This is an optimization exercise on Yosys and OpenROAD, whose aim is small area, a short achievable clock period and few clock cycles per item, not a production implementation. In this exercise RTL edits were held to simulation tests only and were not proved equivalent to the original. Power figures rest on the tool's default switching activity, not on a simulated workload.

==> inputs of raven <==
// range_table_offset_lookup
module range_table_offset_lookup (
	input  logic        clk,
	input  logic        arst_n,
	input  logic        in_valid,
	output logic        in_ready,
	input  logic        func,
	input  logic [15:0] dist_low,
	input  logic [15:0] dist_high,
	input  logic signed [15:0] height_low,
	input  logic signed [15:0] height_high,
	input  logic signed [15:0] pitch_in,
	input  logic signed [15:0] yaw_in,
	input  logic [15:0] query_dist,
	input  logic signed [15:0] query_height,
	output logic        out_valid,
	input  logic        out_ready,
	output logic [1:0]  status,
	output logic        hit,
	output logic signed [15:0] pitch_out,
	output logic signed [15:0] yaw_out
);
==> flow/config.mk <==
export PLATFORM = sky130hd
export DESIGN_NAME = range_table_offset_lookup
export DESIGN_NICKNAME = range_table_offset_lookup
export VERILOG_FILES = /design/flow/design.v
export SDC_FILE = /design/flow/constraint.sdc
export NUM_CORES = 4
export LEC_CHECK = 0
export CAP_MARGIN = 20
export CORE_MARGIN = 2
export CORE_UTILIZATION = 40
export SLEW_MARGIN = 20
==> flow/constraint.sdc <==
create_clock -name core_clock -period 8.0 [get_ports {clk}]
set_input_delay 1.6000 -clock core_clock [delete_from_list [all_inputs] [get_ports {clk}]]
set_output_delay 1.6000 -clock core_clock [all_outputs]
set_load 0.01 [all_outputs]
run.sh (not shown) runs the stock make flow with config.mk's settings and CLKGATE_MAP_FILE= SYNTH_SCRIPT=/design/flow/synth_recipe.tcl, a recipe that flattens the netlist after the stock synthesis.
==> willow: changes against raven <==
==> flow/design.v (replaced) <==
`timescale 1ns / 1ps
package rtol_pkg;
	localparam int MAX_REGIONS = 16;
	localparam int MAX_ENTRIES = 64;
	localparam int RIDX_W = (MAX_REGIONS > 1) ? $clog2(MAX_REGIONS) : 1;
	localparam int RCNT_W = $clog2(MAX_REGIONS + 1);
	localparam int ECNT_W = $clog2(MAX_ENTRIES + 1);
	localparam logic FUNC_LOOKUP = 1'b0;
	localparam logic FUNC_INSERT = 1'b1;
	localparam logic [1:0] STATUS_DONE    = 2'd0;
	localparam logic [1:0] STATUS_OVERLAP = 2'd1;
	localparam logic [1:0] STATUS_FULL    = 2'd2;
	typedef struct packed {
		logic [15:0] lo;
		logic [15:0] hi;
	} region_t;
	typedef struct packed {
		logic [RIDX_W-1:0] owner;
		logic [15:0]       hlo;
		logic [15:0]       hhi;
		logic [15:0]       pitch;
		logic [15:0]       yaw;
	} entry_t;
	typedef struct packed {
		logic              insert;
		logic [15:0]       dlo;
		logic [15:0]       dhi;
		logic [15:0]       hlo;
		logic [15:0]       hhi;
		logic [15:0]       pitch;
		logic [15:0]       yaw;
		logic              found;
		logic [RIDX_W-1:0] ridx;
		logic              hit;
	} token_t;
	localparam int REGION_W = 32;
	localparam int ENTRY_W  = RIDX_W + 64;
	localparam int TOKEN_W  = 103 + RIDX_W - 4;
endpackage
`timescale 1ns / 1ps
module range_table_offset_lookup (
	input  logic        clk,
	input  logic        arst_n,
	input  logic        in_valid,
	output logic        in_ready,
	input  logic        func,
	input  logic [15:0] dist_low,
	input  logic [15:0] dist_high,
	input  logic signed [15:0] height_low,
	input  logic signed [15:0] height_high,
	input  logic signed [15:0] pitch_in,
	input  logic signed [15:0] yaw_in,
	input  logic [15:0] query_dist,
	input  logic signed [15:0] query_height,
	output logic        out_valid,
	input  logic        out_ready,
	output logic [1:0]  status,
	output logic        hit,
	output logic signed [15:0] pitch_out,
	output logic signed [15:0] yaw_out
);
	localparam int NR    = rtol_pkg::MAX_REGIONS;
	localparam int NE    = rtol_pkg::MAX_ENTRIES;
	localparam int RW    = rtol_pkg::RIDX_W;
	localparam int RL    = 4;             
	localparam int NRING = NE / RL;
	localparam int NPEND = 3;
	localparam int NS    = NE + NPEND;    
	localparam int EW    = RW + 64;       
	function automatic logic le16(input logic [15:0] nx, input logic [15:0] y);
		logic c;
		c = 1'b1;
		for (int i = 0; i < 16; i++) begin
			c = (nx[i] & y[i]) | (nx[i] & c) | (y[i] & c);
		end
		le16 = c;
	endfunction
	logic [NR-1:0][15:0]   rnlo;     
	logic [NR-1:0][15:0]   rhi;
	logic [NR-1:0]         rlive;    
	logic [RW-1:0]         rcnt;     
	logic [6:0]            ecnt;     
	logic [NE-1:0][EW-1:0]    ent;
	logic [NE-1:0]            ev;
	logic [NPEND-1:0][EW-1:0] pen;
	logic [NPEND-1:0]         pv;
	logic [NS-1:0][EW-1:0] sd;
	logic [NS-1:0]         sv;
	assign sd = {pen, ent};
	assign sv = {pv, ev};
	logic        v0, f0;
	logic [15:0] nlo0, dhi0, slo0, shi0, pit0, yaw0;
	logic          v1, f1;
	logic [15:0]   nlo1, dhi1, slo1, shi1, pit1, yaw1;
	logic [NS-1:0] hm1;      
	logic          found1;   
	logic [RW-1:0] ridx1;    
	logic          rmb1;     
	logic          hmb1;     
	logic          lc;       
	logic          lnew;     
	logic [RW-1:0] lown;     
	logic [31:0]   lpy;      
	logic rdy;
	assign in_ready = rdy;
	always_ff @(posedge clk or negedge arst_n) begin
		if (!arst_n) begin
			v0 <= 1'b0;
		end else begin
			v0 <= in_valid && rdy;
		end
	end
	always_ff @(posedge clk) begin
		f0   <= func;
		nlo0 <= ~(func ? dist_low : query_dist);
		dhi0 <= func ? dist_high : query_dist;
		slo0 <= {1'b0, 15'h7fff} ^ (func ? height_low : query_height);
		shi0 <= {1'b1, 15'h0000} ^ (func ? height_high : query_height);
		pit0 <= pitch_in;
		yaw0 <= yaw_in;
	end
	logic [NR-1:0] rm, rfirst;
	logic [NS-1:0] hm;
	logic [RW-1:0] ridx;
	always_comb begin
		for (int r = 0; r < NR; r++) begin
			rm[r] = rlive[r] && le16(rnlo[r], dhi0) && le16(nlo0, rhi[r]);
		end
		for (int r = 0; r < NR; r++) begin
			rfirst[r] = rm[r];
			for (int k = 0; k < r; k++) begin
				if (rm[k]) rfirst[r] = 1'b0;
			end
		end
		ridx = '0;
		for (int r = 0; r < NR; r++) begin
			if (rfirst[r]) ridx = ridx | RW'(r);
		end
		for (int s = 0; s < NS; s++) begin
			hm[s] = sv[s] && le16(sd[s][63:48], shi0) && le16(slo0, sd[s][47:32]);
		end
	end
	always_ff @(posedge clk or negedge arst_n) begin
		if (!arst_n) begin
			v1 <= 1'b0;
		end else begin
			v1 <= v0;
		end
	end
	always_ff @(posedge clk) begin
		f1     <= f0;
		nlo1   <= nlo0;
		dhi1   <= dhi0;
		slo1   <= slo0;
		shi1   <= shi0;
		pit1   <= pit0;
		yaw1   <= yaw0;
		hm1    <= hm;
		found1 <= |rm;
		ridx1  <= ridx;
		rmb1   <= v1 && f1 && le16(nlo1, dhi0) && le16(nlo0, dhi1);
		hmb1   <= v1 && f1 && le16(slo1, shi0) && le16(slo0, shi1);
	end
	logic          rb;        
	logic          efound;
	logic [RW-1:0] eidx;
	logic          pend;      
	logic [NS-1:0] hmt;       
	logic [NS-1:0] em2;
	logic          any;
	logic [15:0]   mp, my;
	logic [1:0]    st;
	logic          commit;
	logic [NR-1:0] rslot;
	always_comb begin
		for (int r = 0; r < NRING; r++) begin
			for (int k = 0; k < RL; k++) begin
				hmt[r*RL+k] = hm1[r*RL + (k + RL - 1) % RL];
			end
		end
		for (int j = 0; j < NPEND; j++) begin
			hmt[NE+j] = hm1[NE+j];
		end
		rb     = rmb1 && lnew;
		efound = found1 || rb;
		eidx   = found1 ? ridx1 : (rb ? lown : rcnt);
		pend   = hmb1 && lc && (found1 ? (lown == ridx1) : rb);
		for (int s = 0; s < NS; s++) begin
			em2[s] = hmt[s] && found1 && (sd[s][EW-1:64] == ridx1);
		end
		any = (|em2) || pend;
		mp = pend ? lpy[31:16] : 16'd0;
		my = pend ? lpy[15:0] : 16'd0;
		for (int s = 0; s < NS; s++) begin
			mp = mp | (sd[s][31:16] & {16{em2[s]}});
			my = my | (sd[s][15:0] & {16{em2[s]}});
		end
		st = rtol_pkg::STATUS_DONE;
		if (f1) begin
			if (efound) begin
				if (any) st = rtol_pkg::STATUS_OVERLAP;
				else if (ecnt[6]) st = rtol_pkg::STATUS_FULL;
			end else if (rlive[NR-1] || ecnt[6]) begin
				st = rtol_pkg::STATUS_FULL;
			end
		end
		commit = v1 && f1 && (st == rtol_pkg::STATUS_DONE);
		for (int r = 0; r < NR; r++) begin
			rslot[r] = !rlive[r] && ((r == 0) || rlive[(r + NR - 1) % NR]);
		end
	end
	logic [NRING-1:0] rfree, rsel;
	logic             anyfree;
	logic [NPEND-1:0] psel, palloc;
	logic             pwait;
	logic [EW-1:0]    newe, w;
	logic             place, push;
	logic [NPEND-1:0] pv_n;
	always_comb begin
		for (int r = 0; r < NRING; r++) begin
			rfree[r] = !ev[r*RL + RL - 1];
		end
		anyfree = |rfree;
		for (int r = 0; r < NRING; r++) begin
			rsel[r] = rfree[r];
			for (int k = 0; k < r; k++) begin
				if (rfree[k]) rsel[r] = 1'b0;
			end
		end
		pwait = |pv;
		for (int j = 0; j < NPEND; j++) begin
			psel[j] = pv[j];
			palloc[j] = !pv[j];
			for (int k = 0; k < j; k++) begin
				if (pv[k]) psel[j] = 1'b0;
				if (!pv[k]) palloc[j] = 1'b0;
			end
		end
		newe = {eidx, slo1, shi1, pit1, yaw1};
		w = newe;
		for (int j = 0; j < NPEND; j++) begin
			if (psel[j]) w = pen[j];
		end
		place = anyfree && (pwait || commit);
		push  = commit && (pwait || !anyfree);
		for (int j = 0; j < NPEND; j++) begin
			pv_n[j] = (pv[j] && !(psel[j] && anyfree)) || (palloc[j] && push);
		end
	end
	always_ff @(posedge clk) begin
		for (int r = 0; r < NRING; r++) begin
			ent[r*RL] <= rsel[r] ? w : ent[r*RL + RL - 1];
			for (int k = 1; k < RL; k++) begin
				ent[r*RL+k] <= ent[r*RL+k-1];
			end
		end
		for (int j = 0; j < NPEND; j++) begin
			if (palloc[j]) pen[j] <= newe;
		end
		lpy <= {pit1, yaw1};
	end
	always_ff @(posedge clk or negedge arst_n) begin
		if (!arst_n) begin
			ev <= '0;
			pv <= '0;
		end else begin
			for (int r = 0; r < NRING; r++) begin
				ev[r*RL] <= (rsel[r] && place) || ev[r*RL + RL - 1];
				for (int k = 1; k < RL; k++) begin
					ev[r*RL+k] <= ev[r*RL+k-1];
				end
			end
			pv <= pv_n;
		end
	end
	always_ff @(posedge clk) begin
		for (int r = 0; r < NR; r++) begin
			if (rslot[r]) begin
				rnlo[r] <= nlo1;
				rhi[r] <= dhi1;
			end
		end
	end
	always_ff @(posedge clk or negedge arst_n) begin
		if (!arst_n) begin
			rlive <= '0;
			ecnt  <= '0;
			rcnt  <= '0;
			lc    <= 1'b0;
			lnew  <= 1'b0;
			lown  <= '0;
		end else begin
			lc   <= commit;
			lnew <= commit && !efound;
			lown <= eidx;
			if (commit) begin
				ecnt <= ecnt + 7'd1;
			end
			if (commit && !efound) begin
				rlive <= {rlive[NR-2:0], 1'b1};
				rcnt  <= rcnt + RW'(1);
			end
		end
	end
	logic [34:0]      res;
	logic [2:0][34:0] bq;       
	logic [1:0]       bwp, brp;
	logic [1:0]       bcnt;
	logic             ov;       
	logic [34:0]      oreg;
	logic             take, load, from_b, to_b;
	assign res    = {st, !f1 && any, f1 ? 16'd0 : mp, f1 ? 16'd0 : my};
	assign take   = ov && out_ready;
	assign load   = !ov || take;                   
	assign from_b = load && (bcnt != 2'd0);        
	assign to_b   = v1 && !(load && bcnt == 2'd0);  
	always_ff @(posedge clk) begin
		if (from_b) begin
			oreg <= bq[brp];
		end else if (load && v1) begin
			oreg <= res;
		end
		if (to_b) bq[bwp] <= res;
	end
	always_ff @(posedge clk or negedge arst_n) begin
		if (!arst_n) begin
			ov   <= 1'b0;
			bwp  <= '0;
			brp  <= '0;
			bcnt <= '0;
			rdy  <= 1'b0;
		end else begin
			ov   <= !load || from_b || v1;
			if (to_b) bwp <= (bwp == 2'd2) ? 2'd0 : bwp + 2'd1;
			if (from_b) brp <= (brp == 2'd2) ? 2'd0 : brp + 2'd1;
			bcnt <= bcnt + {1'b0, to_b} - {1'b0, from_b};
			rdy  <= ({1'b0, bcnt} + {2'b0, to_b} - {2'b0, from_b}
				+ {2'b0, !load || from_b || v1} + {2'b0, v0} + {2'b0, in_valid && rdy}) < 3'd4
				&& (pv_n == '0);
		end
	end
	assign out_valid = ov;
	assign {status, hit, pitch_out, yaw_out} = oreg;
endmodule
CORE_UTILIZATION = 30   (was 40)
SETUP_SLACK_MARGIN = 4.2   (was not set)
==> summary of the runs <==
Of willow and raven, willow has the higher final cell count (gap 4.1%, measured against raven).
Of willow and raven, willow has the higher register-to-register slack (gap 2.1 ns).
Cell area: raven is larger than willow (about 23%).
In raven the critical path depth is higher than in willow, by 1.
==> figures <==
Result of the run: willow finished clean; raven finished clean
Proportion of power drawn by combinational gates: willow 14.4%; raven 11.0%
Finished Cell Area: willow 0.231 mm2; raven 0.283 mm2
Setup slack, reg-to-reg: willow 4.06 ns; raven 2.00 ns
Final weighted congestion in routability-driven placement: willow 0.892; raven 0.888
Number of sequential cells: willow 5618; raven 5385
Cell occurring most often along the worst timing path: willow sky130_fd_sc_hd__a31oi_1; raven sky130_fd_sc_hd__buf_4
Clock share of power: willow 36.8%; raven 40.4%
Die boundary width: willow 816 um; raven 791 um
Int Power: willow 51.5 mW; raven 50.2 mW
Testbench counts of raven, summed over its fixed seeds: cycles 2,072, items 2,048.
Testbench counts of willow, summed over its fixed seeds: cycles 2,103, items 2,048.

==> port drivers added, routing unchanged <==
The results above use ideal ports. As a check the final layouts listed here were re-extracted and re-timed, cells and wires unchanged. Step 1: set_driving_cell puts a clkbuf_16 on clk and a buf_2 on each other input, an assumption about the parent block. Step 2 adds t to the input delays and takes it off the output delays; t is the mean of the earliest and latest rising clock arrival at the registers after step 1. Input paths then give back, and output paths get back, about the clock's delay inside the block. Slacks: no drivers / after step 1 / after step 2; pairs: no drivers / after step 1.
run | t (ns) | slack for setup (ns) | hold WS [ns] | worst slew at a driven data input, ns
raven | 1.240 | 2.004 / 2.004 / 2.004 | 0.305 / 0.305 / 0.305 | 0.23
willow | 1.208 | 4.062 / 4.062 / 3.344 | 0.295 / 0.295 / 0.295 | 0.14
After both steps setup and hold are still met in every run listed. The setup slack of willow, which loses most, moves by 0.000 ns with the drivers and by -0.718 ns with both steps.
